Source: an optimization exercise on an open RTL-to-GDS flow (aim: small area, a short achievable clock period and few clock cycles per item). Production flows keep margins and buffers that such runs may drop.
Function was checked by simulation only, so behaviour that the tests miss may differ from the original.
Power figures rest on the tool's default switching activity, not on a simulated workload.

File: flow/flow/run.sh
#!/bin/bash
# Layout: the standard flow (standard.sh, which runs the standard synthesis
# unchanged) with two settings changed: the ports are buffered with
# sky130_fd_sc_hd__buf_1 (buffer_ports' own pick is a delay buffer), and the
# timing repair aims for 5.8 ns of setup slack at the design's clock period.
# The make output goes to standard_flow.log; ORFS's logs stay under orfs/logs.
set -euo pipefail
bash standard.sh SETUP_SLACK_MARGIN=5.8 "BUFFER_PORTS_ARGS=-buffer_cell sky130_fd_sc_hd__buf_1" finish > standard_flow.log 2>&1
File: flow/standard.sh
#!/bin/bash
# synth_recipe.tcl (not shown) runs the flow's synth.tcl, then flattens the netlist and writes it again
# the make line also repeats each setting of config.mk as NAME=value (left out here)
make -C /OpenROAD-flow-scripts/flow DESIGN_CONFIG=/design/flow/config.mk WORK_HOME=/design/flow/orfs CLKGATE_MAP_FILE= SYNTH_SCRIPT=/design/flow/synth_recipe.tcl "${@:-finish}"
File: flow/config.mk
export PLATFORM = sky130hd
export DESIGN_NAME = heater_handle_supervisor
export DESIGN_NICKNAME = heater_handle_supervisor
export VERILOG_FILES = /design/flow/design.v
export SDC_FILE = /design/flow/constraint.sdc
export NUM_CORES = 4
export LEC_CHECK = 0
export CAP_MARGIN = 20
export CORE_MARGIN = 2
export CORE_UTILIZATION = 40
export CTS_BUF_LIST = sky130_fd_sc_hd__clkbuf_8
export CTS_CLUSTER_SIZE = 12
export SLEW_MARGIN = 20
File: flow/constraint.sdc
create_clock -name core_clock -period 9.0 [get_ports {clk_i}]
set_input_delay 1.8000 -clock core_clock [delete_from_list [all_inputs] [get_ports {clk_i}]]
set_output_delay 1.8000 -clock core_clock [all_outputs]
set_load 0.01 [all_outputs]
File: flow/design.v
package hhs_pkg;
  localparam int unsigned CfgIdxW  = 3;
  localparam int unsigned CfgDataW = 16;
  localparam int unsigned InW      = 38;
  localparam int unsigned OutW     = 12;
  localparam logic [1:0] FAULT_OK       = 2'd0;
  localparam logic [1:0] FAULT_OVER_TMP = 2'd1;
  localparam logic [1:0] FAULT_LOW_TMP  = 2'd2;
  localparam logic [1:0] FAULT_FAN      = 2'd3;
  localparam logic [1:0] ModeCold  = 2'd1;
  localparam logic [1:0] ModePower = 2'd2;
  localparam logic [9:0] TempFanHigh   = 10'd250;
  localparam logic [9:0] TempFanLow    = 10'd70;
  localparam logic [9:0] TempSleepCool = 10'd70;
  localparam logic [9:0] TempFanOff    = 10'd40;
  localparam logic [7:0] SleepDuty     = 8'd50;
  localparam logic [15:0] RstSleepTicks  = 16'd100;
  localparam logic [14:0] RstErrorTicks  = 15'd5;
  localparam logic [9:0]  RstMaxTemp     = 10'd520;
  localparam logic [9:0]  RstMinTemp     = 10'd10;
  localparam logic [7:0]  RstMinAir      = 8'd10;
  localparam logic [8:0]  RstCoolLim     = 9'd120;   
  localparam logic [7:0]  RstMaxAirDuty  = 8'd86;    
  localparam logic [7:0]  RstSleepFanDuty = 8'd58;   
  function automatic logic [4:0] air_step(input logic [7:0] level);
    logic [3:0] r;
    logic       b, c;
    r = {level[3] ^ level[0], level[2:0]};
    case (r)
      4'd0:    b = level != 8'd0;
      4'd1:    b = level > 8'd25;
      4'd2:    b = level > 8'd50;
      4'd3:    b = level > 8'd75;
      4'd4:    b = level > 8'd100;
      4'd5:    b = level > 8'd125;
      4'd6:    b = level > 8'd150;
      4'd7:    b = level > 8'd175;
      4'd8:    b = level > 8'd200;
      4'd9:    b = level > 8'd225;
      4'd10:   b = level > 8'd250;
      default: b = 1'b0;
    endcase
    c = level[3] & level[0];
    air_step = {3'b111, c | !b, !(c ^ !b)};
  endfunction
  function automatic logic [7:0] air_sum(input logic [7:0] level, input logic [4:0] step);
    air_sum = {1'b0, level[7:1]} + {4'd0, level[7:4]} + {3'd0, step};
  endfunction
  function automatic logic [7:0] scaled_air(input logic [7:0] level);
    scaled_air = air_sum(level, air_step(level));
  endfunction
  function automatic logic [6:0] temp_duty(input logic [9:0] temp);
    logic [4:0] h;
    h = 5'bx;
    case (temp[7:0])
      8'd70: h = 5'd7;
      8'd71: h = 5'd7;
      8'd72: h = 5'd8;
      8'd73: h = 5'd7;
      8'd74: h = 5'd8;
      8'd75: h = 5'd7;
      8'd76: h = 5'd8;
      8'd77: h = 5'd8;
      8'd78: h = 5'd8;
      8'd79: h = 5'd8;
      8'd80: h = 5'd8;
      8'd81: h = 5'd8;
      8'd82: h = 5'd9;
      8'd83: h = 5'd8;
      8'd84: h = 5'd9;
      8'd85: h = 5'd8;
      8'd86: h = 5'd9;
      8'd87: h = 5'd9;
      8'd88: h = 5'd9;
      8'd89: h = 5'd9;
      8'd90: h = 5'd9;
      8'd91: h = 5'd9;
      8'd92: h = 5'd10;
      8'd93: h = 5'd9;
      8'd94: h = 5'd10;
      8'd95: h = 5'd9;
      8'd96: h = 5'd10;
      8'd97: h = 5'd10;
      8'd98: h = 5'd10;
      8'd99: h = 5'd10;
      8'd100: h = 5'd10;
      8'd101: h = 5'd10;
      8'd102: h = 5'd11;
      8'd103: h = 5'd10;
      8'd104: h = 5'd11;
      8'd105: h = 5'd10;
      8'd106: h = 5'd11;
      8'd107: h = 5'd11;
      8'd108: h = 5'd11;
      8'd109: h = 5'd11;
      8'd110: h = 5'd11;
      8'd111: h = 5'd11;
      8'd112: h = 5'd12;
      8'd113: h = 5'd11;
      8'd114: h = 5'd12;
      8'd115: h = 5'd11;
      8'd116: h = 5'd12;
      8'd117: h = 5'd12;
      8'd118: h = 5'd12;
      8'd119: h = 5'd12;
      8'd120: h = 5'd12;
      8'd121: h = 5'd12;
      8'd122: h = 5'd13;
      8'd123: h = 5'd12;
      8'd124: h = 5'd13;
      8'd125: h = 5'd12;
      8'd126: h = 5'd13;
      8'd127: h = 5'd13;
      8'd128: h = 5'd13;
      8'd129: h = 5'd13;
      8'd130: h = 5'd13;
      8'd131: h = 5'd13;
      8'd132: h = 5'd14;
      8'd133: h = 5'd13;
      8'd134: h = 5'd14;
      8'd135: h = 5'd13;
      8'd136: h = 5'd14;
      8'd137: h = 5'd14;
      8'd138: h = 5'd14;
      8'd139: h = 5'd14;
      8'd140: h = 5'd14;
      8'd141: h = 5'd14;
      8'd142: h = 5'd15;
      8'd143: h = 5'd14;
      8'd144: h = 5'd15;
      8'd145: h = 5'd14;
      8'd146: h = 5'd15;
      8'd147: h = 5'd15;
      8'd148: h = 5'd15;
      8'd149: h = 5'd15;
      8'd150: h = 5'd15;
      8'd151: h = 5'd15;
      8'd152: h = 5'd16;
      8'd153: h = 5'd15;
      8'd154: h = 5'd16;
      8'd155: h = 5'd15;
      8'd156: h = 5'd16;
      8'd157: h = 5'd16;
      8'd158: h = 5'd16;
      8'd159: h = 5'd16;
      8'd160: h = 5'd16;
      8'd161: h = 5'd16;
      8'd162: h = 5'd17;
      8'd163: h = 5'd16;
      8'd164: h = 5'd17;
      8'd165: h = 5'd16;
      8'd166: h = 5'd17;
      8'd167: h = 5'd17;
      8'd168: h = 5'd17;
      8'd169: h = 5'd17;
      8'd170: h = 5'd17;
      8'd171: h = 5'd17;
      8'd172: h = 5'd18;
      8'd173: h = 5'd17;
      8'd174: h = 5'd18;
      8'd175: h = 5'd17;
      8'd176: h = 5'd18;
      8'd177: h = 5'd18;
      8'd178: h = 5'd18;
      8'd179: h = 5'd18;
      8'd180: h = 5'd18;
      8'd181: h = 5'd18;
      8'd182: h = 5'd19;
      8'd183: h = 5'd18;
      8'd184: h = 5'd19;
      8'd185: h = 5'd18;
      8'd186: h = 5'd19;
      8'd187: h = 5'd19;
      8'd188: h = 5'd19;
      8'd189: h = 5'd19;
      8'd190: h = 5'd19;
      8'd191: h = 5'd19;
      8'd192: h = 5'd20;
      8'd193: h = 5'd19;
      8'd194: h = 5'd20;
      8'd195: h = 5'd19;
      8'd196: h = 5'd20;
      8'd197: h = 5'd20;
      8'd198: h = 5'd20;
      8'd199: h = 5'd20;
      8'd200: h = 5'd20;
      8'd201: h = 5'd20;
      8'd202: h = 5'd21;
      8'd203: h = 5'd20;
      8'd204: h = 5'd21;
      8'd205: h = 5'd20;
      8'd206: h = 5'd21;
      8'd207: h = 5'd21;
      8'd208: h = 5'd21;
      8'd209: h = 5'd21;
      8'd210: h = 5'd21;
      8'd211: h = 5'd21;
      8'd212: h = 5'd22;
      8'd213: h = 5'd21;
      8'd214: h = 5'd22;
      8'd215: h = 5'd21;
      8'd216: h = 5'd22;
      8'd217: h = 5'd22;
      8'd218: h = 5'd22;
      8'd219: h = 5'd22;
      8'd220: h = 5'd22;
      8'd221: h = 5'd22;
      8'd222: h = 5'd23;
      8'd223: h = 5'd22;
      8'd224: h = 5'd23;
      8'd225: h = 5'd22;
      8'd226: h = 5'd23;
      8'd227: h = 5'd23;
      8'd228: h = 5'd23;
      8'd229: h = 5'd23;
      8'd230: h = 5'd23;
      8'd231: h = 5'd23;
      8'd232: h = 5'd24;
      8'd233: h = 5'd23;
      8'd234: h = 5'd24;
      8'd235: h = 5'd23;
      8'd236: h = 5'd24;
      8'd237: h = 5'd24;
      8'd238: h = 5'd24;
      8'd239: h = 5'd24;
      8'd240: h = 5'd24;
      8'd241: h = 5'd24;
      8'd242: h = 5'd25;
      8'd243: h = 5'd24;
      8'd244: h = 5'd25;
      8'd245: h = 5'd24;
      8'd246: h = 5'd25;
      8'd247: h = 5'd25;
      8'd248: h = 5'd25;
      8'd249: h = 5'd25;
      default: h = 5'bx;
    endcase
    temp_duty = temp[7:1] - {2'd0, h};
  endfunction
endpackage
module hhs_cfg_regs (
  input  logic                         clk_i,
  input  logic                         rst_ni,
  input  logic                         we_i,
  input  logic [hhs_pkg::CfgIdxW-1:0]  idx_i,
  input  logic [hhs_pkg::CfgDataW-1:0] data_i,
  input  logic [7:0]                   level_i,
  input  logic [7:0]                   air_duty_i,
  output logic [15:0]                  sleep_ticks_o,
  output logic [14:0]                  error_ticks_o,
  output logic [9:0]                   max_temp_o,
  output logic [9:0]                   min_temp_o,
  output logic [7:0]                   min_air_o,
  output logic [8:0]                   cool_lim_o,
  output logic [7:0]                   max_air_duty_o,
  output logic [7:0]                   sleep_fan_duty_o
);
  logic pend_pto_q, pend_max_air_q, pend_sfl_q;
  always_ff @(posedge clk_i or negedge rst_ni) begin
    if (!rst_ni) begin
      sleep_ticks_o <= hhs_pkg::RstSleepTicks;
      error_ticks_o <= hhs_pkg::RstErrorTicks;
      max_temp_o    <= hhs_pkg::RstMaxTemp;
      min_temp_o    <= hhs_pkg::RstMinTemp;
      min_air_o     <= hhs_pkg::RstMinAir;
    end else if (we_i) begin
      case (idx_i)
        3'd0: sleep_ticks_o <= data_i;
        3'd1: error_ticks_o <= data_i[14:0];
        3'd2: max_temp_o    <= data_i[9:0];
        3'd3: min_temp_o    <= data_i[9:0];
        3'd4: min_air_o     <= data_i[7:0];
        default: ;
      endcase
    end
  end
  always_ff @(posedge clk_i or negedge rst_ni) begin
    if (!rst_ni) begin
      pend_pto_q     <= 1'b0;
      pend_max_air_q <= 1'b0;
      pend_sfl_q     <= 1'b0;
    end else begin
      pend_pto_q     <= we_i && (idx_i == 3'd5);
      pend_max_air_q <= we_i && (idx_i == 3'd6);
      pend_sfl_q     <= we_i && (idx_i == 3'd7);
    end
  end
  always_ff @(posedge clk_i or negedge rst_ni) begin
    if (!rst_ni) begin
      cool_lim_o       <= hhs_pkg::RstCoolLim;
      max_air_duty_o   <= hhs_pkg::RstMaxAirDuty;
      sleep_fan_duty_o <= hhs_pkg::RstSleepFanDuty;
    end else begin
      if (pend_pto_q)     cool_lim_o       <= {1'b0, level_i} + 9'd70;
      if (pend_max_air_q) max_air_duty_o   <= air_duty_i;
      if (pend_sfl_q)     sleep_fan_duty_o <= air_duty_i;
    end
  end
endmodule
module hhs_step (
  input  logic        cold_i,         
  input  logic        docked_i,       
  input  logic        sleep_cool_i,   
  input  logic        air_low_i,
  input  logic        hot_i,
  input  logic        cool_i,
  input  logic        fan_off_i,      
  input  logic [7:0]  duty_sel_i,     
  input  logic [15:0] sleep_ticks_i,
  input  logic [14:0] error_ticks_i,
  input  logic [7:0]  max_air_duty_i,
  input  logic        work_i,
  input  logic [15:0] sleep_cnt_i,
  input  logic [15:0] fault_cnt_i,
  input  logic [1:0]  fault_i,
  input  logic        fan_fault_i,
  input  logic        fan_hold_i,
  input  logic [7:0]  duty_i,
  output logic        work_o,
  output logic [15:0] sleep_cnt_o,
  output logic [15:0] fault_cnt_o,
  output logic [1:0]  fault_o,
  output logic        fan_fault_o,
  output logic        fan_hold_o,
  output logic [7:0]  duty_o,
  output logic        beep_o
);
  logic        sleep_hit, dbl_hit, half_hit;
  logic [15:0] fault_base;
  assign sleep_hit = (sleep_cnt_i != 16'hffff) && (sleep_cnt_i >= sleep_ticks_i);
  assign fault_base = work_i ? fault_cnt_i : 16'd0;
  assign dbl_hit  = work_i ? (fault_cnt_i >= {error_ticks_i, 1'b0})
                           : (error_ticks_i == 15'd0);
  assign half_hit = work_i ? (fault_cnt_i >= {2'b0, error_ticks_i[14:1]})
                           : (error_ticks_i[14:1] == 14'd0);
  always_comb begin
    work_o      = work_i;
    sleep_cnt_o = sleep_cnt_i;
    beep_o      = 1'b0;
    if (!work_i) begin
      if (!docked_i || cold_i) work_o = 1'b1;
    end else if (docked_i && !cold_i && sleep_cool_i) begin
      if (sleep_hit) begin
        work_o      = 1'b0;
        sleep_cnt_o = 16'd0;
        beep_o      = 1'b1;
      end else begin
        sleep_cnt_o = sleep_cnt_i + 16'd1;
      end
    end
    fault_o     = fault_i;
    fault_cnt_o = fault_base;
    if (fault_i == hhs_pkg::FAULT_OK) begin
      if (cold_i) begin
        if (air_low_i) begin
          if (dbl_hit) begin
            fault_o     = hhs_pkg::FAULT_FAN;
            fault_cnt_o = 16'd0;
          end else begin
            fault_cnt_o = fault_base + 16'd1;
          end
        end
      end else if (!docked_i && (hot_i || cool_i || air_low_i)) begin
        if (half_hit && hot_i) begin
          fault_o     = hhs_pkg::FAULT_OVER_TMP;
          fault_cnt_o = 16'd0;
        end else if (dbl_hit && air_low_i) begin
          fault_o     = hhs_pkg::FAULT_FAN;
          fault_cnt_o = 16'd0;
        end else if (dbl_hit && cool_i) begin
          fault_o     = hhs_pkg::FAULT_LOW_TMP;
          fault_cnt_o = 16'd0;
        end else begin
          fault_cnt_o = fault_base + 16'd1;
        end
      end else begin
        fault_cnt_o = 16'd0;
      end
    end else if (docked_i) begin
      fault_o     = hhs_pkg::FAULT_OK;
      fault_cnt_o = 16'd0;
    end
    fan_fault_o = fan_fault_i;
    fan_hold_o  = fan_hold_i;
    duty_o      = duty_i;
    if (!fan_fault_i) begin
      if (fault_o != hhs_pkg::FAULT_OK) begin
        fan_fault_o = 1'b1;
      end else if (work_o) begin
        fan_hold_o = cold_i || !docked_i;
        duty_o     = duty_sel_i;
      end else if (!fan_off_i) begin
        if (!fan_hold_i) duty_o = hhs_pkg::SleepDuty;
      end else if (!fan_hold_i) begin
        fan_hold_o = 1'b1;
        duty_o     = 8'd0;
      end
    end else begin
      duty_o = max_air_duty_i;
      if (fault_o == hhs_pkg::FAULT_OK) fan_fault_o = 1'b0;
    end
  end
endmodule
module heater_handle_supervisor (
  input  logic                         clk_i,
  input  logic                         rst_ni,
  input  logic                         in_valid_i,
  output logic                         in_ready_o,
  input  logic [hhs_pkg::InW-1:0]      in_data_i,
  output logic                         out_valid_o,
  input  logic                         out_ready_i,
  output logic [hhs_pkg::OutW-1:0]     out_data_o,
  input  logic                         cfg_valid_i,
  output logic                         cfg_ready_o,
  input  logic [hhs_pkg::CfgIdxW-1:0]  cfg_index_i,
  input  logic [hhs_pkg::CfgDataW-1:0] cfg_data_i
);
  logic [15:0] sleep_ticks;
  logic [14:0] error_ticks;
  logic [9:0]  max_temp;
  logic [9:0]  min_temp;
  logic [7:0]  min_air;
  logic [8:0]  cool_lim;
  logic [7:0]  max_air_duty;
  logic [7:0]  sleep_fan_duty;
  logic        s0_valid_q;
  logic        s0_docked_q, s0_cold_q, s0_power_q;
  logic [9:0]  s0_temp_q;
  logic        s0_air_low_q;
  logic [7:0]  s0_level_q;
  logic [1:0]  s0_cold_step_q, s0_hot_step_q;
  logic        in_cold;
  logic [4:0]  cold_step, hot_step, cfg_step;
  logic        s1_valid_q;
  logic        s1_docked_q, s1_cold_q, s1_sleep_cool_q, s1_air_low_q;
  logic        s1_hot_q, s1_cool_q, s1_fan_off_q;
  logic [7:0]  s1_duty_sel_q;
  logic [7:0]  air_duty, duty_sel;
  logic        sleep_cool;
  logic        work_q, work_d;
  logic [15:0] sleep_cnt_q, sleep_cnt_d;
  logic [15:0] fault_cnt_q, fault_cnt_d;
  logic [1:0]  fault_q, fault_d;
  logic        fan_fault_q, fan_fault_d;
  logic        fan_hold_q, fan_hold_d;
  logic [7:0]  duty_q, duty_d;
  logic        beep_q, beep_d;
  logic        res_valid_q;
  logic [hhs_pkg::OutW-1:0] res;
  logic        old_valid_q;
  logic        out_valid_q;
  logic [hhs_pkg::OutW-1:0] out_q;
  logic [hhs_pkg::OutW-1:0] res_d;
  logic        in_ready_q;
  logic        accept, full2, en0, en1, adv2;
  logic        s0_valid_d, s1_valid_d, res_valid_d, old_valid_d;
  assign cfg_ready_o = 1'b1;
  assign full2  = res_valid_q && old_valid_q;
  assign adv2   = s1_valid_q && !full2;
  assign en1    = !s1_valid_q || !full2;
  assign en0    = !s0_valid_q || en1;
  assign accept = in_valid_i && in_ready_q;
  assign s0_valid_d   = en0 ? accept : s0_valid_q;
  assign s1_valid_d   = en1 ? s0_valid_q : s1_valid_q;
  assign res_valid_d  = adv2 || (res_valid_q && !(!old_valid_q && out_ready_i));
  assign old_valid_d  = old_valid_q ? !out_ready_i : (res_valid_q && adv2 && !out_ready_i);
  always_ff @(posedge clk_i or negedge rst_ni) begin
    if (!rst_ni) begin
      s0_valid_q   <= 1'b0;
      s1_valid_q   <= 1'b0;
      res_valid_q  <= 1'b0;
      old_valid_q  <= 1'b0;
      out_valid_q  <= 1'b0;
      in_ready_q   <= 1'b1;
    end else begin
      s0_valid_q   <= s0_valid_d;
      s1_valid_q   <= s1_valid_d;
      res_valid_q  <= res_valid_d;
      old_valid_q  <= old_valid_d;
      out_valid_q  <= res_valid_d || old_valid_d;
      in_ready_q   <= !(s0_valid_d && s1_valid_d && res_valid_d && old_valid_d);
    end
  end
  assign in_ready_o = in_ready_q;
  assign in_cold   = (in_data_i[35:34] == hhs_pkg::ModeCold);
  assign cold_step = hhs_pkg::air_step(in_data_i[7:0]);
  assign hot_step  = hhs_pkg::air_step(in_data_i[15:8]);
  assign cfg_step  = hhs_pkg::air_step(cfg_data_i[7:0]);
  always_ff @(posedge clk_i) begin
    if (en0) begin
      s0_docked_q <= !in_data_i[37] && in_data_i[36];
      s0_cold_q   <= in_cold;
      s0_power_q  <= (in_data_i[35:34] == hhs_pkg::ModePower);
      s0_temp_q   <= in_data_i[33:24];
      s0_air_low_q <= in_data_i[23:16] < min_air;
    end
    if (cfg_valid_i) begin
      s0_level_q     <= cfg_data_i[7:0];
      s0_cold_step_q <= cfg_step[1:0];
      s0_hot_step_q  <= cfg_step[1:0];
    end else if (en0) begin
      s0_level_q     <= in_cold ? in_data_i[7:0] : in_data_i[15:8];
      s0_cold_step_q <= cold_step[1:0];
      s0_hot_step_q  <= hot_step[1:0];
    end
  end
  assign air_duty = hhs_pkg::air_sum(s0_level_q, {3'b111, s0_cold_q ? s0_cold_step_q : s0_hot_step_q});
  always_comb begin
    if (s0_cold_q || !s0_docked_q) begin
      duty_sel = air_duty;
    end else if (s0_temp_q >= hhs_pkg::TempFanHigh) begin
      duty_sel = sleep_fan_duty;
    end else if (s0_temp_q >= hhs_pkg::TempFanLow) begin
      duty_sel = {1'b0, hhs_pkg::temp_duty(s0_temp_q)};
    end else begin
      duty_sel = 8'd0;
    end
  end
  assign sleep_cool = s0_power_q ? ({1'b0, s0_temp_q} <= {2'b0, cool_lim})
                                 : (s0_temp_q <= hhs_pkg::TempSleepCool);
  always_ff @(posedge clk_i) begin
    if (en1) begin
      s1_docked_q     <= s0_docked_q;
      s1_cold_q       <= s0_cold_q;
      s1_sleep_cool_q <= sleep_cool;
      s1_air_low_q    <= s0_air_low_q;
      s1_hot_q        <= s0_temp_q >= max_temp;
      s1_cool_q       <= s0_temp_q <= min_temp;
      s1_fan_off_q    <= s0_temp_q < hhs_pkg::TempFanOff;
      s1_duty_sel_q   <= duty_sel;
    end
  end
  hhs_cfg_regs u_cfg (
    .clk_i            (clk_i),
    .rst_ni           (rst_ni),
    .we_i             (cfg_valid_i),
    .idx_i            (cfg_index_i),
    .data_i           (cfg_data_i),
    .level_i          (s0_level_q),
    .air_duty_i       (air_duty),
    .sleep_ticks_o    (sleep_ticks),
    .error_ticks_o    (error_ticks),
    .max_temp_o       (max_temp),
    .min_temp_o       (min_temp),
    .min_air_o        (min_air),
    .cool_lim_o       (cool_lim),
    .max_air_duty_o   (max_air_duty),
    .sleep_fan_duty_o (sleep_fan_duty)
  );
  hhs_step u_step (
    .cold_i         (s1_cold_q),
    .docked_i       (s1_docked_q),
    .sleep_cool_i   (s1_sleep_cool_q),
    .air_low_i      (s1_air_low_q),
    .hot_i          (s1_hot_q),
    .cool_i         (s1_cool_q),
    .fan_off_i      (s1_fan_off_q),
    .duty_sel_i     (s1_duty_sel_q),
    .sleep_ticks_i  (sleep_ticks),
    .error_ticks_i  (error_ticks),
    .max_air_duty_i (max_air_duty),
    .work_i         (work_q),
    .sleep_cnt_i    (sleep_cnt_q),
    .fault_cnt_i    (fault_cnt_q),
    .fault_i        (fault_q),
    .fan_fault_i    (fan_fault_q),
    .fan_hold_i     (fan_hold_q),
    .duty_i         (duty_q),
    .work_o         (work_d),
    .sleep_cnt_o    (sleep_cnt_d),
    .fault_cnt_o    (fault_cnt_d),
    .fault_o        (fault_d),
    .fan_fault_o    (fan_fault_d),
    .fan_hold_o     (fan_hold_d),
    .duty_o         (duty_d),
    .beep_o         (beep_d)
  );
  always_ff @(posedge clk_i or negedge rst_ni) begin
    if (!rst_ni) begin
      work_q      <= 1'b0;
      sleep_cnt_q <= 16'd0;
      fault_cnt_q <= 16'd0;
      fault_q     <= hhs_pkg::FAULT_OK;
      fan_fault_q <= 1'b0;
      fan_hold_q  <= 1'b0;
      duty_q      <= 8'd0;
      beep_q      <= 1'b0;
    end else if (adv2) begin
      work_q      <= work_d;
      sleep_cnt_q <= sleep_cnt_d;
      fault_cnt_q <= fault_cnt_d;
      fault_q     <= fault_d;
      fan_fault_q <= fan_fault_d;
      fan_hold_q  <= fan_hold_d;
      duty_q      <= duty_d;
      beep_q      <= beep_d;
    end
  end
  assign res   = {work_q, fault_q, duty_q, beep_q};
  assign res_d = adv2 ? {work_d, fault_d, duty_d, beep_d} : res;
  always_ff @(posedge clk_i) begin
    if (!old_valid_d) out_q <= res_d;
  end
  assign out_valid_o = out_valid_q;
  assign out_data_o  = out_q;
endmodule
==> results of run 1 <==
-- synthesized netlist by cell type, types with 5 or more instances --
cell type | count | area share
o31ai_1 | 7 | 0.0044
nor2b_1 | 11 | 0.0057
dfstp_2 | 24 | 0.053
o211ai_1 | 9 | 0.0056
clkbuf_1 | 43 | 0.013
nand2b_1 | 22 | 0.011
nand2_1 | 148 | 0.046
a211oi_1 | 9 | 0.0056
a22oi_1 | 7 | 0.0044
a22o_1 | 7 | 0.0051
o21a_1 | 5 | 0.0031
a21o_1 | 27 | 0.017
xor2_1 | 12 | 0.0088
edfxtp_1 | 53 | 0.13
o21bai_1 | 5 | 0.0031
ha_1 | 103 | 0.11
nor2_1 | 89 | 0.028
nor4_1 | 12 | 0.0063
a31o_2 | 5 | 0.0037
nand3_1 | 30 | 0.013
dfxtp_1 | 5 | 0.0084
a31oi_1 | 12 | 0.0063
nor3_1 | 22 | 0.0092
a21oi_1 | 76 | 0.032
xnor2_1 | 15 | 0.011
inv_1 | 117 | 0.037
o21ai_0 | 108 | 0.045
mux2i_1 | 35 | 0.029
o22ai_1 | 7 | 0.0037
mux2_2 | 27 | 0.025
dfrtp_1 | 115 | 0.24
a2111oi_0 | 6 | 0.0044
nand4_1 | 20 | 0.010
-- report_power, final --
| part | total [mW] | internal, mW | switching [mW] |
|---|---|---|---|
| Sequential | 1.33 | 1.18 | 0.155 |
| Combinational | 0.965 | 0.398 | 0.567 |
| Clock | 0.638 | 0.288 | 0.350 |
| Total | 2.93 | 1.86 | 1.07 |
-- worst max-delay path, cell delays in order --
cell	delay, ns
buf_1	0.16
nand2_1	0.10
o21ai_0	0.08
a222oi_1	0.36
o211a_1	0.21
nor2_1	0.05
nor2_1	0.08
o22a_1	0.16
a21oi_2	0.04
ha_1	0.26
mux2i_1	0.05
-- registers in the layout, summed over array words and instances, names as in the netlist, 10 cells and up, named ones only --
register             flops
s0_temp_q               10
fault_cnt_q             16
u_cfg.sleep_ticks_o     16
u_cfg.error_ticks_o     15
sleep_cnt_q             16
out_q                   12
u_cfg.max_temp_o        10
u_cfg.min_temp_o        10
-- what timing repair did --
item,CTS,global route
pin swaps,1,8
endpoints found under the hold margin,0,0
setup buffers,1,8
endpoints found under the setup margin,21,94
gates cloned,0,2
resized for setup,12,37
-- metrics by stage --
step	utilization	setup WS, ns	cells	hold WS (ns)	area [um2]
after floorplan	-	5.62	1272	0.400	12100
after global placement	0.429	5.26	1698	0.468	12700
after detailed placement	0.429	5.17	1698	0.471	12700
after CTS	0.446	5.82	1731	0.492	13200
after global routing	0.453	5.77	1741	0.515	13400
final	0.453	5.90	1741	0.496	13400
-- worst min path at each step --
stage                            start                 endpoint  slack, ns  cells after the start
2_1_floorplan             s0_air_low_q             s1_air_low_q       0.40                      0
3_3_place_gp   u_cfg.max_air_duty_o[2]  u_cfg.max_air_duty_o[2]       0.47                      2
3_5_place_dp   u_cfg.max_air_duty_o[2]  u_cfg.max_air_duty_o[2]       0.47                      2
4_1_cts        u_cfg.max_air_duty_o[2]  u_cfg.max_air_duty_o[2]       0.49                      2
5_1_grt        u_cfg.max_air_duty_o[2]  u_cfg.max_air_duty_o[2]       0.51                      2
6_report       u_cfg.max_air_duty_o[2]  u_cfg.max_air_duty_o[2]       0.50                      2
-- routing by layer --
metal | share of wire | global-route usage | wire length (um) | vias up
met3 | 0.037 | 0.0277 | 1060 | 18
met5 | 0 | 0 | 0 | -
met4 | 0.0097 | 0.0444 | 277 | 0
li1 | - | - | - | 4675
met1 | 0.48 | 0.264 | 13800 | 4480
met2 | 0.47 | 0.304 | 13500 | 192
-- cell type report --
type,count,area (um2),share of cell area
Tap cell,390,488,0.0365
Clock buffer,17,234,0.0175
Clock inverter,15,216,0.0162
Sequential cell,197,5200,0.389
Inverter,117,439,0.0328
Timing Repair Buffer,95,470,0.0352
Multi-Input combinational cell,910,6330,0.473
-- logic make-up after synthesis --
kind of cell	count (synthesis)	share of synthesized area
muxes	62	0.0546
other	1	0.000313
adders and majority gates	108	0.115
and+or+nand+nor	383	0.149
DFF	197	0.434
buffers and inverters	166	0.0534
AOI/OAI and AO/OA	328	0.174
xor gates and xnor gates	27	0.0197
==> impl_metrics.py, run 1 <==
metrics = {
    "outcome": {
        "status": "complete, no violations",
    },
    "global_route": {
        "grt_pass1_wl_um": 46900,
        "grt_overflow": 0,
        "grt_usage": 0.187,
        "grt_max_degree": 78,
        "first_global_vias": 8917,
        "antenna_found_initial": 0,
    },
    "worst_setup_path": {
        "reg2reg_slack_ns": 5.92,
        "path_class": "input port to flip-flop",
        "cp_data_required_time_ns": 9.25,
        "worstPathArrival_ns": 3.35,
        "worstSetupStartpoint": "in_data_i[15]",
        "critPathMaxFanout": 7,
        "cp-start-kind": "input port",
        "r2r-end": "out_q[1]",
        "crit_path_end_kind": "flip-flop",
        "r2r-start": "fault_cnt_q[9]",
        "cp-endpoint": "s0_hot_step_q[0]",
        "reg2regPathDepth": 10,
    },
    "route": {
        "drt_iter0_markers": 602,
        "drtAntennaViolNets": 0,
        "drtPass1Iterations": 5,
        "wl_um": 28600,
        "avgRoutedWirePerCell_um": 16.4,
        "vias": 9365,
        "viasPerCell": 5.38,
        "drc_errors": 0,
    },
    "cells_and_area": {
        "final_common_cell": "nand2_1",
        "areaGrowthSynthToFinish_pct": 11.7,
        "layout_common_cells": "nand2_1 (148), inv_1 (118), dfrtp_1 (112)",
        "n_antenna_cell": 0,
        "n_fill_cell": 2847,
        "layout-drive-gt1-share": 0.116,
        "nets": 1507,
    },
    "die": {
        "initial_core_util": 0.405,
        "core-area_mm2": 0.0296,
        "dieArea_mm2": 0.0314,
        "num_rows": 63,
        "fp.dieW_um": 177,
        "io_pins": 77,
        "die_h_um": 177,
    },
    "place": {
        "hpwlAfterDp_um": 21100,
        "io_buffers": 75,
        "place.gp.congestion": 0.853,
    },
    "synthesis": {
        "ys_seq_area_frac": 0.434,
        "synth_edf_count": 53,
        "ys_types": 77,
        "synth_cells": 1272,
        "synth_fp_nets": 1441,
        "ys_ff_latch": 197,
        "ys_warn_count": 3,
        "syn_area_mm2": 0.0120,
        "async_reset_ff_frac": 0.706,
        "synth_ff_type": "dfrtp_1",
        "postSynthAreaPerCell_um2": 9.42,
    },
    "sta": {
        "max_freq_ghz": 0.322,
        "setup_viol": 0,
        "finalHoldViolCount": 0,
        "clock_skew_ns": 0.0227,
        "tns_ns": 0,
        "finalMaxSlewViolations": 0,
        "fin_crit_sh": 0.345,
        "period_minus_slack_ns": 3.10,
        "rsz0062_at_grt": "yes",
        "relSlewSlack": 0.347,
        "tightest_slew_ns": 0.952,
    },
    "power_and_ir_drop": {
        "p_leak_nw": 5.84,
        "power_density_mw_per_mm2": 219,
        "finalPower_mw": 2.93,
        "peakVddDrop_uv": 106,
    },
    "clock_tree": {
        "insertion_delay_ns": 0.50,
        "clock_path_buffers": 2,
        "cts.clk_slew.worst_paths_ns": 0.11,
        "holdBufCountCts": 0,
        "clock_sinks": 197,
        "ctsRootBufferMaster": "clkbuf_8",
        "numCtsBuffers": 17,
        "cts_max_level": 4,
        "cts_tree": "done",
    },
    "job": {
        "drv_cap": 0,
    },
    "min_path": {
        "hold_path.class": "flip-flop to flip-flop",
    },
}
Testbench counts, summed over its fixed seeds: cycles 16,024, items 16,000.
==> inputs of run 2 (changes only) <==
==> flow/flow/run.sh (replaced) <==
#!/bin/bash
# Layout: the standard flow (standard.sh, which runs the standard synthesis
# unchanged) with two settings changed: the ports are buffered with
# sky130_fd_sc_hd__buf_1 (buffer_ports' own pick is a delay buffer), and the
# timing repair aims for 5.7 ns of setup slack at the design's clock period.
# The make output goes to standard_flow.log; ORFS's logs stay under orfs/logs.
set -euo pipefail
bash standard.sh SETUP_SLACK_MARGIN=5.7 "BUFFER_PORTS_ARGS=-buffer_cell sky130_fd_sc_hd__buf_1" finish > standard_flow.log 2>&1
--- a/flow/config.mk
+++ b/flow/config.mk
@@ -9,5 +9,4 @@
 export CORE_MARGIN = 2
 export CORE_UTILIZATION = 40
 export CTS_BUF_LIST = sky130_fd_sc_hd__clkbuf_8
-export CTS_CLUSTER_SIZE = 12
 export SLEW_MARGIN = 20
==> impl_metrics.py, run 2 <==
metrics = {
    "cells_and_area": {
        "final_common_cell": "nand2_1",
        "layout_common_cells": "nand2_1 (148), inv_1 (117), dfrtp_1 (113)",
        "nets": 1504,
        "areaGrowthSynthToFinish_pct": 10.4,
        "seq_area_mm2": 0.00520,
        "n_fill_cell": 2917,
        "final_util": 0.447,
        "top_regs": "fault_cnt_q: 16 flops, sleep_cnt_q: 16 flops, u_cfg.sleep_ticks_o: 16 flops",
        "n_antenna_cell": 0,
        "layout-drive-gt1-share": 0.106,
        "multi_input_area_mm2": 0.00624,
    },
    "synthesis": {
        "synth_common_cells": "nand2_1 (148), inv_1 (117), dfrtp_1 (115)",
        "ys_seq_area_frac": 0.434,
        "synth_ff_type": "dfrtp_1",
        "synth_edf_count": 53,
        "synth.area.top_cells": "dfrtp_1 (24%), edfxtp_1 (13%), ha_1 (11%)",
        "yosys.area.top_type": "dfrtp_1",
        "postSynthAreaPerCell_um2": 9.42,
        "ys_types": 77,
        "ys_ff_latch": 197,
        "async_reset_ff_frac": 0.706,
        "syn_area_mm2": 0.0120,
        "synth_top_area_share": 0.240,
        "synthMostInstantiatedCell": "nand2_1",
        "synth_fp_nets": 1441,
        "ys_warn_count": 3,
        "synth_cells": 1272,
    },
    "power_and_ir_drop": {
        "p_leak_nw": 5.78,
        "power_density_mw_per_mm2": 216,
        "peakVddDrop_uv": 95.2,
    },
    "die": {
        "fp.dieW_um": 177,
        "dieArea_mm2": 0.0314,
        "core-area_mm2": 0.0296,
        "io_pins": 77,
        "initial_core_util": 0.405,
        "die_h_um": 177,
        "num_rows": 63,
    },
    "route": {
        "vias": 9325,
        "drtPass1Iterations": 5,
        "drtAntennaViolNets": 0,
        "viasPerCell": 5.37,
        "wl_um": 28500,
        "drc_errors": 0,
        "drt_iter0_markers": 567,
        "avgRoutedWirePerCell_um": 16.4,
    },
    "clock_tree": {
        "clock_sinks": 197,
        "clock_path_buffers": 2,
        "numCtsBuffers": 17,
        "cts_max_level": 4,
        "holdBufCountCts": 0,
        "ctsRootBufferMaster": "clkbuf_8",
        "cts_tree": "done",
        "insertion_delay_ns": 0.49,
        "cts.clk_slew.worst_paths_ns": 0.11,
    },
    "sta": {
        "finalHoldViolCount": 0,
        "period_minus_slack_ns": 3.18,
        "relSlewSlack": 0.385,
        "fin_crit_sh": 0.353,
        "holdWs_ns": 0.492,
        "finalMaxSlewViolations": 0,
        "tightest_slew_ns": 0.896,
        "max_freq_ghz": 0.315,
        "setup_viol": 0,
        "tns_ns": 0,
        "rsz0062_at_grt": "yes",
        "clock_skew_ns": 0.0217,
    },
    "worst_setup_path": {
        "reg2regPathDepth": 11,
        "r2r-end": "out_q[8]",
        "reg2reg_slack_ns": 5.82,
        "r2r-start": "u_cfg.error_ticks_o[10]",
        "cp-start-kind": "flip-flop",
        "path_class": "flip-flop to flip-flop",
        "worstPathArrival_ns": 3.42,
        "critPathMaxFanout": 10,
        "cp_data_required_time_ns": 9.24,
        "crit_path_end_kind": "flip-flop",
    },
    "min_path": {
        "hold_path.class": "flip-flop to flip-flop",
        "hp-start": "u_cfg.max_air_duty_o[2]",
        "min_to": "u_cfg.max_air_duty_o[2]",
        "min_path_cells": 2,
    },
    "place": {
        "place.gp.congestion": 0.869,
        "io_buffers": 75,
        "hpwlAfterDp_um": 21100,
    },
    "job": {
        "drv_cap": 0,
    },
    "global_route": {
        "grt_pass1_wl_um": 47300,
        "grt_max_degree": 76,
        "grt_overflow": 0,
        "first_global_vias": 9101,
        "antenna_found_initial": 0,
        "grt_usage": 0.189,
    },
    "outcome": {
        "status": "complete, no violations",
    },
}
[run 2: how the worst max path moves through the flow]
stage          cells past startpoint  slack, ns               startpoint               end
4_1_cts                            9       5.70           fault_cnt_q[9]          out_q[5]
6_report                          11       5.82  u_cfg.error_ticks_o[10]          out_q[8]
3_3_place_gp                      11       5.22             in_data_i[8]  s0_hot_step_q[0]
2_1_floorplan                     10       5.62            in_data_i[12]  s0_hot_step_q[0]
5_1_grt                           11       5.66           fault_cnt_q[0]          out_q[5]
3_5_place_dp                      11       5.18             in_data_i[8]  s0_hot_step_q[0]
[run 2: what timing repair did]
item / 4_1_cts / 5_1_grt
gates resized for setup: 3 / 28
pin swaps: 1 / 5
gates cloned: 0 / 1
endpoints found under the setup margin: 17 / 94
buffers inserted: 0 / 6
[run 2: where the power goes]
| group | internal, mW | switching [mW] |
|---|---|---|
| clock network | 0.240 | 0.351 |
| registers | 1.18 | 0.154 |
| logic | 0.382 | 0.554 |
| total | 1.80 | 1.06 |
[run 2: logic make-up (layout without fill, tap and decap cells)]
logic type | after synthesis | after routing | share of synthesized area
AO/OA/AOI/OAI | 328 | 328 | 0.174
XOR/XNOR | 27 | 27 | 0.0197
adder cells (fa/ha/maj) | 108 | 108 | 0.115
buffers and inverters | 166 | 242 | 0.0534
flip-flops | 197 | 197 | 0.434
multiplexers | 62 | 62 | 0.0546
other | 1 | 1 | 0.000313
AND/OR/NAND/NOR | 383 | 383 | 0.149
[run 2: layout make-up]
class	instances	area share
multi-input cells	909	0.472
flip-flops and latches	197	0.394
well taps	390	0.0369
repair buffers	93	0.0333
inverters	117	0.0332
clock buffers	18	0.0187
clock inverters	14	0.0119
[run 2: worst max-delay path: stages, from the launching register on]
cell and delay [ns]:
dfrtp_1 0.39, inv_1 0.11, ha_1 0.25, a211oi_1 0.23, nor2_1 0.07, a2111o_1 0.42
or4b_4 0.57, a311oi_4 0.30, buf_6 0.18, nor2_4 0.08, a41oi_2 0.21, o21ai_1 0.12
[run 2: per-stage QoR]
stage                     cell area [um2]  setup WS, ns  power, mW  cells
after floorplan                     12000          5.62       1.97   1272
after global placement              12700          5.22       2.22   1699
after detailed placement            12700          5.18       2.24   1699
after CTS                           13100          5.70       2.85   1731
after global routing                13200          5.66       3.07   1738
final                               13200          5.82       2.86   1738
[run 2: per-layer routing]
layer | share of wire | vias up | GRT usage | wire [um]
li1 | - | 4655 | - | -
met1 | 0.49 | 4450 | 0.266 | 14100
met2 | 0.46 | 184 | 0.300 | 13000
met3 | 0.031 | 36 | 0.0299 | 874
met4 | 0.019 | 0 | 0.0565 | 550
met5 | 0 | - | 0 | 0
==> inputs of run 3 (changes only) <==
==> flow/flow/run.sh (replaced) <==
#!/bin/bash
# Layout: the standard flow (standard.sh, which runs the standard synthesis
# unchanged) with two settings changed: the ports are buffered with
# sky130_fd_sc_hd__buf_1 (buffer_ports' own pick is a delay buffer), and the
# timing repair aims for 5.9 ns of setup slack at the design's clock period.
# The make output goes to standard_flow.log; ORFS's logs stay under orfs/logs.
set -euo pipefail
bash standard.sh SETUP_SLACK_MARGIN=5.9 "BUFFER_PORTS_ARGS=-buffer_cell sky130_fd_sc_hd__buf_1" finish > standard_flow.log 2>&1
==> impl_metrics.py, run 3 <==
metrics = {
    "synthesis": {
        "synth_compound_area_frac": 0.174,
        "postSynthAreaPerCell_um2": 9.42,
        "ys_ff_latch": 197,
        "syn_area_mm2": 0.0120,
        "synth_ff_type": "dfrtp_1",
        "ys_types": 77,
        "synth_common_cells": "nand2_1 (148), inv_1 (117), dfrtp_1 (115)",
        "ys_warn_count": 3,
        "synth_mux_area_frac": 0.0546,
        "synth-adder-area-share": 0.115,
        "synth.area.top_cells": "dfrtp_1 (24%), edfxtp_1 (13%), ha_1 (11%)",
        "yosys.area.top_type": "dfrtp_1",
        "synth_edf_count": 53,
        "synthXorXnorAreaFrac": 0.0197,
        "ys_seq_area_frac": 0.434,
        "async_reset_ff_frac": 0.706,
        "synth_fp_nets": 1441,
        "synth_top_family_by_area": "compound AO/OA/AOI/OAI gates",
        "synth_cells": 1272,
        "synthMostInstantiatedCell": "nand2_1",
        "synth_top_area_share": 0.240,
        "post_synth_and_or_nand_nor_area_fraction": 0.149,
    },
    "route": {
        "drtAntennaViolNets": 0,
        "drc_errors": 0,
        "drtPass1Iterations": 5,
        "vias": 9349,
        "drt_iter0_markers": 620,
        "wl_um": 28900,
        "viasPerCell": 5.34,
        "avgRoutedWirePerCell_um": 16.5,
    },
    "sta": {
        "finalHoldViolCount": 0,
        "period_minus_slack_ns": 3.19,
        "fin_ws_ns": 5.81,
        "relSlewSlack": 0.354,
        "rsz0062_at_grt": "yes",
        "tns_ns": 0,
        "tightest_slew_ns": 0.941,
        "holdWs_ns": 0.495,
        "clock_skew_ns": 0.0164,
        "fin_crit_sh": 0.354,
        "finalMaxSlewViolations": 0,
        "max_freq_ghz": 0.313,
        "setup_viol": 0,
    },
    "clock_tree": {
        "clock_sinks": 197,
        "cts.clk_slew.worst_paths_ns": 0.11,
        "cts_max_level": 4,
        "clock_path_buffers": 2,
        "holdBufCountCts": 0,
        "numCtsBuffers": 17,
        "ctsRootBufferMaster": "clkbuf_8",
        "cts_tree": "done",
        "insertion_delay_ns": 0.48,
    },
    "global_route": {
        "grt_max_degree": 71,
        "grt_usage": 0.189,
        "grt_overflow": 0,
        "grt_pass1_wl_um": 47200,
        "antenna_found_initial": 0,
        "first_global_vias": 9067,
    },
    "cells_and_area": {
        "final_cells": 1750,
        "nets": 1516,
        "n_fill_cell": 2871,
        "layout-drive-gt1-share": 0.139,
        "final_common_cell": "nand2_1",
        "seq_area_mm2": 0.00521,
        "layout_common_cells": "nand2_1 (148), inv_1 (114), dfrtp_1 (110)",
        "multi_input_area_mm2": 0.00641,
        "n_antenna_cell": 0,
        "areaGrowthSynthToFinish_pct": 12.7,
        "top_regs": "fault_cnt_q: 16 flops, sleep_cnt_q: 16 flops, u_cfg.sleep_ticks_o: 16 flops",
    },
    "outcome": {
        "status": "complete, no violations",
    },
    "place": {
        "place.gp.congestion": 0.864,
        "hpwlAfterDp_um": 21100,
        "place_inst": 1699,
        "post-place-ws_ns": 5.16,
        "io_buffers": 75,
    },
    "worst_setup_path": {
        "worstPathArrival_ns": 3.43,
        "cp-start-kind": "input port",
        "cp_data_required_time_ns": 9.24,
        "path_class": "input port to flip-flop",
        "critPathMaxFanout": 9,
        "crit_path_end_kind": "flip-flop",
    },
    "power_and_ir_drop": {
        "p_leak_nw": 5.89,
        "power_density_mw_per_mm2": 214,
        "peakVddDrop_uv": 103,
    },
    "die": {
        "fp.dieW_um": 177,
        "num_rows": 63,
        "die_h_um": 177,
        "dieArea_mm2": 0.0314,
        "core-area_mm2": 0.0296,
        "io_pins": 77,
        "initial_core_util": 0.405,
    },
    "min_path": {
        "hold_path.class": "flip-flop to flip-flop",
    },
    "job": {
        "drv_cap": 0,
    },
}
[run 3: cell counts after synthesis]
No cell type changed its count.
[run 3: worst paths after layout]
check / start / endpoint / slack, ns / cells after the start
setup reg to reg: u_cfg.error_ticks_o[2] / out_q[5] / 5.94 / 9
setup / recovery: in_data_i[13] / s0_hot_step_q[0] / 5.81 / 11
max in group asynchronous: rst_ni / sleep_cnt_q[4] / 6.70 / 2
hold / removal: u_cfg.max_air_duty_o[2] / u_cfg.max_air_duty_o[2] / 0.49 / 2
min in group asynchronous: rst_ni / fault_cnt_q[11] / 1.16 / 1
hold reg to reg: u_cfg.max_air_duty_o[2] / u_cfg.max_air_duty_o[2] / 0.49 / 2
[run 3: cell families (layout without fill, tap and decap cells)]
kind of cell | count (synthesis) | count (layout)
AOI/OAI and AO/OA | 328 | 328
xor gates and xnor gates | 27 | 27
adders and majority gates | 108 | 108
buffers and inverters | 166 | 253
DFF | 197 | 197
muxes | 62 | 62
other | 1 | 1
and+or+nand+nor | 383 | 384
[run 3: power breakdown]
group	total [mW]	switching (mW)	internal [mW]
clock	0.556	0.351	0.205
combinational	1.00	0.582	0.422
sequential	1.33	0.155	1.18
total	2.89	1.09	1.80
[run 3: final cells by class]
type | instances | share of cell area
tap | 390 | 0.0362
clock buffer | 17 | 0.0173
multi-input combinational | 910 | 0.475
sequential | 197 | 0.386
timing repair buffer | 104 | 0.0424
inverter | 117 | 0.0325
clock inverter | 15 | 0.0108
[run 3: timing repair]
action / CTS / global route
cloned: 1 / 2
resized for setup: 25 / 66
endpoints found under the setup margin: 23 / 41
buffers inserted: 7 / 9
pin swaps: 4 / 24
[run 3: through the flow]
| step | total power [mW] | instance area [um2] | utilization |
|---|---|---|---|
| floorplan | 1.97 | 12100 | - |
| global placement | 2.22 | 12700 | 0.430 |
| detailed placement | 2.25 | 12700 | 0.430 |
| CTS | 2.84 | 13200 | 0.448 |
| global route | 3.10 | 13500 | 0.457 |
| finish | 2.89 | 13500 | 0.457 |
[run 3: critical path: stages]
cell	delay (ns)
clkbuf_4	0.16
nor3_1	0.28
o22ai_2	0.11
o211ai_1	0.13
o211a_1	0.22
nor2_2	0.04
nor2_1	0.11
o22a_1	0.18
a21oi_2	0.04
ha_2	0.30
mux2i_1	0.06
[run 3: layer usage]
layer | vias up | track usage | wire, um
met5 | - | 0 | 0
met1 | 4450 | 0.266 | 14100
met3 | 21 | 0.0318 | 1050
met4 | 0 | 0.0448 | 334
met2 | 186 | 0.304 | 13400
li1 | 4692 | - | -
==> inputs of run 4 (changes only) <==
--- a/flow/design.v
+++ b/flow/design.v
@@ -22,9 +22,10 @@
   localparam logic [8:0]  RstCoolLim     = 9'd120;   
   localparam logic [7:0]  RstMaxAirDuty  = 8'd86;    
   localparam logic [7:0]  RstSleepFanDuty = 8'd58;   
-  function automatic logic [4:0] air_step(input logic [7:0] level);
+  function automatic logic [7:0] scaled_air(input logic [7:0] level);
     logic [3:0] r;
     logic       b, c;
+    logic [7:0] a;
     r = {level[3] ^ level[0], level[2:0]};
     case (r)
       4'd0:    b = level != 8'd0;
@@ -41,13 +42,14 @@
       default: b = 1'b0;
     endcase
     c = level[3] & level[0];
-    air_step = {3'b111, c | !b, !(c ^ !b)};
-  endfunction
-  function automatic logic [7:0] air_sum(input logic [7:0] level, input logic [4:0] step);
-    air_sum = {1'b0, level[7:1]} + {4'd0, level[7:4]} + {3'd0, step};
-  endfunction
-  function automatic logic [7:0] scaled_air(input logic [7:0] level);
-    scaled_air = air_sum(level, air_step(level));
+    a = {1'b0, level[7:1]} + {4'd0, level[7:4]};
+    if (c && !b) begin
+      scaled_air = a + 8'd31;
+    end else if (c || !b) begin
+      scaled_air = a + 8'd30;
+    end else begin
+      scaled_air = a + 8'd29;
+    end
   endfunction
   function automatic logic [6:0] temp_duty(input logic [9:0] temp);
     logic [4:0] h;
@@ -428,9 +430,7 @@
   logic [9:0]  s0_temp_q;
   logic        s0_air_low_q;
   logic [7:0]  s0_level_q;
-  logic [1:0]  s0_cold_step_q, s0_hot_step_q;
   logic        in_cold;
-  logic [4:0]  cold_step, hot_step, cfg_step;
   logic        s1_valid_q;
   logic        s1_docked_q, s1_cold_q, s1_sleep_cool_q, s1_air_low_q;
   logic        s1_hot_q, s1_cool_q, s1_fan_off_q;
@@ -483,9 +483,6 @@
   end
   assign in_ready_o = in_ready_q;
   assign in_cold   = (in_data_i[35:34] == hhs_pkg::ModeCold);
-  assign cold_step = hhs_pkg::air_step(in_data_i[7:0]);
-  assign hot_step  = hhs_pkg::air_step(in_data_i[15:8]);
-  assign cfg_step  = hhs_pkg::air_step(cfg_data_i[7:0]);
   always_ff @(posedge clk_i) begin
     if (en0) begin
       s0_docked_q <= !in_data_i[37] && in_data_i[36];
@@ -495,16 +492,12 @@
       s0_air_low_q <= in_data_i[23:16] < min_air;
     end
     if (cfg_valid_i) begin
-      s0_level_q     <= cfg_data_i[7:0];
-      s0_cold_step_q <= cfg_step[1:0];
-      s0_hot_step_q  <= cfg_step[1:0];
+      s0_level_q <= cfg_data_i[7:0];
     end else if (en0) begin
-      s0_level_q     <= in_cold ? in_data_i[7:0] : in_data_i[15:8];
-      s0_cold_step_q <= cold_step[1:0];
-      s0_hot_step_q  <= hot_step[1:0];
+      s0_level_q <= in_cold ? in_data_i[7:0] : in_data_i[15:8];
     end
   end
-  assign air_duty = hhs_pkg::air_sum(s0_level_q, {3'b111, s0_cold_q ? s0_cold_step_q : s0_hot_step_q});
+  assign air_duty = hhs_pkg::scaled_air(s0_level_q);
   always_comb begin
     if (s0_cold_q || !s0_docked_q) begin
       duty_sel = air_duty;
==> flow/flow/run.sh (replaced) <==
#!/bin/bash
# Layout: the standard flow (standard.sh, which runs the standard synthesis
# unchanged) with two settings changed: the ports are buffered with
# sky130_fd_sc_hd__buf_1 (buffer_ports' own pick is a delay buffer), and the
# timing repair aims for 5.6 ns of setup slack at the design's clock period.
# The make output goes to standard_flow.log; ORFS's logs stay under orfs/logs.
set -euo pipefail
bash standard.sh SETUP_SLACK_MARGIN=5.6 "BUFFER_PORTS_ARGS=-buffer_cell sky130_fd_sc_hd__buf_1" finish > standard_flow.log 2>&1
==> impl_metrics.py, run 4 <==
metrics = {
    "outcome": {
        "status": "complete, no violations",
    },
    "sta": {
        "fin_crit_sh": 0.358,
        "setup_viol": 0,
        "tns_ns": 0,
        "clock_skew_ns": 0.0197,
        "relSlewSlack": 0.262,
        "fin_ws_ns": 5.78,
        "tightest_slew_ns": 1.10,
        "rsz0062_at_grt": "yes",
        "finalHoldViolCount": 0,
        "max_freq_ghz": 0.310,
        "period_minus_slack_ns": 3.22,
        "finalMaxSlewViolations": 0,
    },
    "worst_setup_path": {
        "crit_path_end_kind": "flip-flop",
        "r2r-start": "s0_level_q[7]",
        "critPathMaxFanout": 22,
        "cp-start-kind": "flip-flop",
        "reg2regPathDepth": 8,
        "worstPathArrival_ns": 3.57,
        "cp_data_required_time_ns": 9.35,
        "path_common_cell": "a311o_1",
        "path_cells": "ha_1, xnor2_1, nor4_1, mux2_1, a311o_1, nand3_1, o221ai_1, a311o_1",
        "cpMaxStageDelayCell": "edfxtp_1",
        "cpPeakStageDelay_ns": 0.89,
        "r2r-end": "u_cfg.sleep_fan_duty_o[6]",
        "path_class": "flip-flop to flip-flop",
        "reg2reg_slack_ns": 5.78,
    },
    "synthesis": {
        "ys_warn_count": 3,
        "syn_area_mm2": 0.0118,
        "synth_cells": 1248,
        "synth_top_area_share": 0.244,
        "ys_seq_area_frac": 0.431,
        "synth_common_cells": "nand2_1 (141), dfrtp_1 (115), o21ai_0 (107)",
        "synth.area.top_cells": "dfrtp_1 (24%), edfxtp_1 (12%), ha_1 (11%)",
        "ys_ff_latch": 193,
        "synth_ff_type": "dfrtp_1",
        "synth_edf_count": 49,
        "ys_types": 76,
        "synth_fp_nets": 1414,
        "yosys.area.top_type": "dfrtp_1",
        "postSynthAreaPerCell_um2": 9.45,
        "async_reset_ff_frac": 0.720,
        "synthMostInstantiatedCell": "nand2_1",
    },
    "clock_tree": {
        "clock_path_buffers": 2,
        "cts.clk_slew.worst_paths_ns": 0.09,
        "clock_sinks": 193,
        "numCtsBuffers": 17,
        "cts_max_level": 4,
        "ctsRootBufferMaster": "clkbuf_8",
        "cts_tree": "done",
        "insertion_delay_ns": 0.47,
        "holdBufCountCts": 0,
    },
    "die": {
        "fp.dieW_um": 176,
        "initial_core_util": 0.408,
        "core-area_mm2": 0.0289,
        "die_h_um": 176,
        "io_pins": 77,
        "num_rows": 62,
        "dieArea_mm2": 0.0309,
    },
    "route": {
        "drc_errors": 0,
        "drtPass1Iterations": 5,
        "viasPerCell": 5.42,
        "wl_um": 28800,
        "drtAntennaViolNets": 0,
        "vias": 9356,
        "avgRoutedWirePerCell_um": 16.7,
        "drt_iter0_markers": 619,
    },
    "global_route": {
        "grt_overflow": 0,
        "antenna_found_initial": 0,
        "grt_pass1_wl_um": 47100,
        "grt_max_degree": 78,
        "first_global_vias": 8851,
        "grt_usage": 0.191,
    },
    "cells_and_area": {
        "areaGrowthSynthToFinish_pct": 10.6,
        "fin_area_mm2": 0.0130,
        "top_regs": "fault_cnt_q: 16 flops, sleep_cnt_q: 16 flops, u_cfg.sleep_ticks_o: 16 flops",
        "layout_common_cells": "nand2_1 (141), dfrtp_1 (115), o21ai_0 (107)",
        "final_common_cell": "nand2_1",
        "layout-drive-gt1-share": 0.107,
        "nets": 1495,
        "n_antenna_cell": 0,
    },
    "min_path": {
        "min_path_cells": 0,
        "hp-start": "s0_cold_q",
        "min_to": "s1_cold_q",
        "hold_path.class": "flip-flop to flip-flop",
    },
    "place": {
        "hpwlAfterDp_um": 20900,
        "post_dp_cell_area_mm2": 0.0125,
        "io_buffers": 75,
        "post-place-ws_ns": 5.14,
        "place.gp.congestion": 0.816,
    },
    "power_and_ir_drop": {
        "peakVddDrop_uv": 97.2,
        "p_leak_nw": 5.71,
        "power_density_mw_per_mm2": 213,
        "finalPower_mw": 2.78,
    },
    "job": {
        "drv_cap": 0,
    },
}
==> run 4: cell count changes in the layout (fill, tap and decap cells not counted), sizes merged, moves of 7 or more <==
cell / delta
buf: +10
mux2i: -16
and3: +7
a32o: +8
clkbuf: -7
inv: -11
a21o: +9
a221oi: +7
nand2: -7
nand3: -10
==> run 4: final cells by class <==
type,count,area (um2)
fill,2825,15800
clock buffer,17,234
tap,384,480
sequential,193,5080
multi-input combinational,904,6200
clock inverter,14,124
inverter,106,398
timing repair buffer,107,526
==> run 4: kinds of logic (layout without fill, tap and decap cells) <==
| family | count (synthesis) | in the layout | share of synthesized area |
|---|---|---|---|
| fa+ha+maj | 104 | 104 | 0.112 |
| mux | 45 | 45 | 0.0410 |
| xor+xnor | 32 | 32 | 0.0244 |
| simple gates | 376 | 376 | 0.149 |
| flops | 193 | 193 | 0.431 |
| other cells | 1 | 1 | 0.000318 |
| compound gates | 345 | 346 | 0.193 |
| buf+inv | 152 | 244 | 0.0500 |
==> run 4: metrics by stage <==
stage | utilization | hold slack [ns] | cells
after floorplan | - | 0.400 | 1248
after global placement | 0.431 | 0.456 | 1671
after detailed placement | 0.431 | 0.459 | 1671
after CTS | 0.445 | 0.483 | 1705
after global routing | 0.452 | 0.496 | 1725
final | 0.452 | 0.479 | 1725
==> run 4: worst max-delay path, delay by kind of cell (launching register included) <==
family | cells | cell delay, ns
flops | 1 | 0.89
compound gates | 3 | 0.76
xor+xnor | 1 | 0.52
fa+ha+maj | 1 | 0.41
mux | 1 | 0.30
simple gates | 2 | 0.23
==> run 4: layer usage <==
| layer | GRT usage | wire, um | vias to the layer above | share of wire |
|---|---|---|---|---|
| met4 | 0.0448 | 480 | 0 | 0.017 |
| met5 | 0 | 0 | - | 0 |
| met1 | 0.275 | 14000 | 4480 | 0.49 |
| li1 | - | - | 4664 | - |
| met2 | 0.307 | 13300 | 188 | 0.46 |
| met3 | 0.0234 | 1080 | 24 | 0.037 |
==> run 4: power by group <==
part	internal (mW)	switching, mW	leakage [nW]
registers	1.14	0.144	2.25
logic	0.397	0.556	3.28
clock network	0.200	0.340	0.178
total	1.74	1.04	5.71
==> run 4: worst max-delay path by stage <==
stage | start | to | slack [ns] | depth (start not counted)
floorplan | s0_level_q[1] | s1_duty_sel_q[5] | 5.81 | 10
global placement | cfg_valid_i | u_cfg.max_temp_o[0] | 5.18 | 4
detailed placement | cfg_valid_i | u_cfg.max_temp_o[0] | 5.14 | 4
CTS | s0_level_q[2] | s1_duty_sel_q[5] | 5.60 | 12
global route | s0_level_q[2] | s1_duty_sel_q[5] | 5.56 | 12
finish | s0_level_q[7] | u_cfg.sleep_fan_duty_o[6] | 5.78 | 8
==> run 4: repair_timing <==
item / in CTS / in global routing
buffers inserted: 3 / 19
gates resized for setup: 2 / 8
cloned: 0 / 1
pin swaps: 2 / 5
setup endpoints to repair: 13 / 33
Testbench counts of run 4, summed over its fixed seeds: cycles 16,024, items 16,000.
==> inputs of run 5 (changes only) <==
==> flow/flow/run.sh (replaced) <==
#!/bin/bash
# Layout: the standard flow (standard.sh, which runs the standard synthesis
# unchanged) with two settings changed: the ports are buffered with
# sky130_fd_sc_hd__buf_1 (buffer_ports' own pick is a delay buffer), and the
# timing repair aims for 6.0 ns of setup slack at the design's clock period.
# The make output goes to standard_flow.log; ORFS's logs stay under orfs/logs.
set -euo pipefail
bash standard.sh SETUP_SLACK_MARGIN=6.0 "BUFFER_PORTS_ARGS=-buffer_cell sky130_fd_sc_hd__buf_1" finish > standard_flow.log 2>&1
==> impl_metrics.py, run 5 <==
metrics = {
    "cells_and_area": {
        "layout_common_cells": "nand2_1 (140), dfrtp_1 (109), o21ai_0 (104)",
        "layout-drive-gt1-share": 0.177,
        "areaGrowthSynthToFinish_pct": 16.9,
        "n_antenna_cell": 0,
        "final_common_cell": "nand2_1",
        "final_cells": 1760,
        "final_util": 0.477,
        "n_fill_cell": 2790,
        "top_regs": "fault_cnt_q: 16 flops, sleep_cnt_q: 16 flops, u_cfg.sleep_ticks_o: 16 flops",
        "nets": 1529,
    },
    "route": {
        "avgRoutedWirePerCell_um": 17.4,
        "drtPass1Iterations": 7,
        "drc_errors": 0,
        "drtAntennaViolNets": 0,
        "drt_iter0_markers": 709,
        "vias": 9700,
        "viasPerCell": 5.51,
        "wl_um": 30600,
    },
    "global_route": {
        "grt_max_degree": 73,
        "grt_overflow": 0,
        "first_global_vias": 9223,
        "antenna_found_initial": 0,
        "grt_usage": 0.198,
        "grt_pass1_wl_um": 48700,
    },
    "sta": {
        "tns_ns": 0,
        "clock_skew_ns": 0.0160,
        "relSlewSlack": 0.413,
        "finalHoldViolCount": 0,
        "period_minus_slack_ns": 3.07,
        "max_freq_ghz": 0.326,
        "tightest_slew_ns": 0.880,
        "finalMaxSlewViolations": 0,
        "setup_viol": 0,
        "rsz0062_at_grt": "yes",
        "fin_crit_sh": 0.341,
    },
    "power_and_ir_drop": {
        "power_density_mw_per_mm2": 212,
        "p_leak_nw": 5.94,
        "peakVddDrop_uv": 116,
        "finalPower_mw": 2.92,
    },
    "clock_tree": {
        "clock_path_buffers": 2,
        "cts.clk_slew.worst_paths_ns": 0.11,
        "cts_max_level": 4,
        "numCtsBuffers": 17,
        "ctsRootBufferMaster": "clkbuf_8",
        "insertion_delay_ns": 0.49,
        "cts_tree": "done",
        "clock_sinks": 193,
    },
    "die": {
        "dieArea_mm2": 0.0309,
        "die_h_um": 176,
        "fp.dieW_um": 176,
        "core-area_mm2": 0.0289,
        "io_pins": 77,
        "initial_core_util": 0.408,
        "num_rows": 62,
    },
    "synthesis": {
        "ys_ff_latch": 193,
        "syn_area_mm2": 0.0118,
        "synth_ff_type": "dfrtp_1",
        "ys_seq_area_frac": 0.431,
        "synth_cells": 1248,
        "synth_top_area_share": 0.244,
        "ys_types": 76,
        "synth_fp_nets": 1414,
        "ys_warn_count": 3,
        "async_reset_ff_frac": 0.720,
        "postSynthAreaPerCell_um2": 9.45,
        "yosys.area.top_type": "dfrtp_1",
        "synthMostInstantiatedCell": "nand2_1",
        "synth_common_cells": "nand2_1 (141), dfrtp_1 (115), o21ai_0 (107)",
        "synth_edf_count": 49,
        "synth.area.top_cells": "dfrtp_1 (24%), edfxtp_1 (12%), ha_1 (11%)",
    },
    "min_path": {
        "hold_path.class": "flip-flop to flip-flop",
        "hp-start": "s0_air_low_q",
        "min_to": "s1_air_low_q",
        "min_path_cells": 0,
    },
    "worst_setup_path": {
        "cpMaxStageDelayCell": "edfxtp_1",
        "reg2regPathDepth": 9,
        "reg2reg_slack_ns": 5.93,
        "crit_path_end_kind": "flip-flop",
        "cp-start-kind": "flip-flop",
        "cp_data_required_time_ns": 9.25,
        "r2r-end": "s1_duty_sel_q[6]",
        "r2r-start": "s0_level_q[3]",
        "critPathMaxFanout": 8,
        "worstPathArrival_ns": 3.31,
        "path_class": "flip-flop to flip-flop",
        "path_cells": "buf_4, ha_1, a211o_1, o22a_4, o32ai_4, a22oi_2, o31ai_4, nor3b_2, nor3_2",
        "cpPeakStageDelay_ns": 0.53,
    },
    "job": {
        "drv_cap": 0,
    },
    "place": {
        "io_buffers": 75,
        "place_inst": 1668,
        "place.gp.congestion": 0.829,
        "hpwlAfterDp_um": 21000,
    },
    "outcome": {
        "status": "complete, no violations",
    },
}
-- run 5: cell counts after synthesis --
Identical to the previous run, type by type.
-- run 5: cell families (layout without fill, tap and decap cells) --
| family | count (synthesis) | after routing | synth area share |
|---|---|---|---|
| mux | 45 | 45 | 0.0410 |
| xor+xnor | 32 | 32 | 0.0244 |
| flops | 193 | 193 | 0.431 |
| simple gates | 376 | 376 | 0.149 |
| other cells | 1 | 1 | 0.000318 |
| fa+ha+maj | 104 | 104 | 0.112 |
| compound gates | 345 | 345 | 0.193 |
| buf+inv | 152 | 280 | 0.0500 |
-- run 5: layout make-up --
| class | instances | area (um2) | share of cell area |
|---|---|---|---|
| clock buffers | 17 | 234 | 0.0170 |
| clock inverters | 15 | 139 | 0.0101 |
| inverters | 106 | 400 | 0.0291 |
| multi-input cells | 903 | 6590 | 0.478 |
| flip-flops and latches | 193 | 5090 | 0.370 |
| well taps | 384 | 480 | 0.0349 |
| repair buffers | 142 | 842 | 0.0611 |
-- run 5: worst max-delay path: cells and delay by family (launching register included) --
| family | cells | cell delay, ns |
|---|---|---|
| AOI/OAI and AO/OA | 5 | 1.44 |
| DFF | 1 | 0.53 |
| and+or+nand+nor | 2 | 0.33 |
| adders and majority gates | 1 | 0.30 |
| buffers and inverters | 1 | 0.21 |
-- run 5: per-layer routing --
layer / global-route usage / routed length (um)
met5: 0 / 0
met4: 0.0575 / 643
met3: 0.0305 / 1330
met2: 0.311 / 13900
met1: 0.284 / 14700
-- run 5: timing repair --
action | in CTS | in global routing
cloned | 0 | 2
hold buffers | 0 | 0
setup buffers | 34 | 23
setup endpoints to repair | 138 | 87
resized for setup | 28 | 73
pin swaps | 16 | 24
-- run 5: worst max-delay path by stage --
stage             startpoint                      to  slack [ns]  cells after the start
2_1_floorplan  s0_level_q[1]        s1_duty_sel_q[5]        5.93                     10
3_3_place_gp     cfg_valid_i     u_cfg.max_temp_o[0]        5.15                      4
3_5_place_dp     cfg_valid_i     u_cfg.max_temp_o[0]        5.10                      4
4_1_cts          cfg_valid_i  u_cfg.sleep_ticks_o[0]        5.91                      5
5_1_grt        s0_level_q[1]        s1_duty_sel_q[6]        5.80                     12
6_report       s0_level_q[3]        s1_duty_sel_q[6]        5.93                      9
-- run 5: report_power, final --
group,leakage (nW),switching [mW],internal [mW],total (mW)
logic,3.51,0.619,0.461,1.08
clock network,0.189,0.355,0.205,0.559
registers,2.25,0.140,1.14,1.28
-- run 5: metrics by stage --
step           hold WS, ns  setup slack, ns  area, um2
3_3_place_gp         0.442             5.15      12500
3_5_place_dp         0.434             5.10      12500
4_1_cts              0.462             5.91      13200
6_report             0.458             5.93      13800
5_1_grt              0.472             5.80      13800
2_1_floorplan        0.400             5.93      11800

==> what the ideal ports hide <==
How much do the figures lean on ideal ports? The routed layouts below were timed once more, with nothing changed but the port constraints. Step 1, drivers: a clkbuf_16 drives clk_i and a buf_2 each remaining input, both assumed. Step 2 also shifts input and output timing later by t, the mid clock arrival at the registers, as if the neighbouring blocks saw the same clock. Slacks: ideal ports / drivers / drivers and shift; pairs: ideal ports / drivers.
run | shift t [ns] | setup WS [ns] | hold slack, ns | cell pins on the clock port's net
run 1 | 0.530 | 5.898 / 5.919 / 5.390 | 0.496 / 0.496 / 0.496 | 1
run 2 | 0.524 | 5.824 / 5.824 / 5.328 | 0.492 / 0.492 / 0.492 | 1
run 3 | 0.520 | 5.810 / 5.834 / 5.314 | 0.495 / 0.495 / 0.495 | 1
run 4 | 0.504 | 5.777 / 5.777 / 5.362 | 0.479 / 0.479 / 0.479 | 1
run 5 | 0.518 | 5.931 / 5.931 / 5.629 | 0.458 / 0.458 / 0.458 | 1
After both steps setup and hold are still met in every run listed. The setup slack of run 1, which loses most, moves by +0.021 ns with the drivers and by -0.508 ns with both steps.
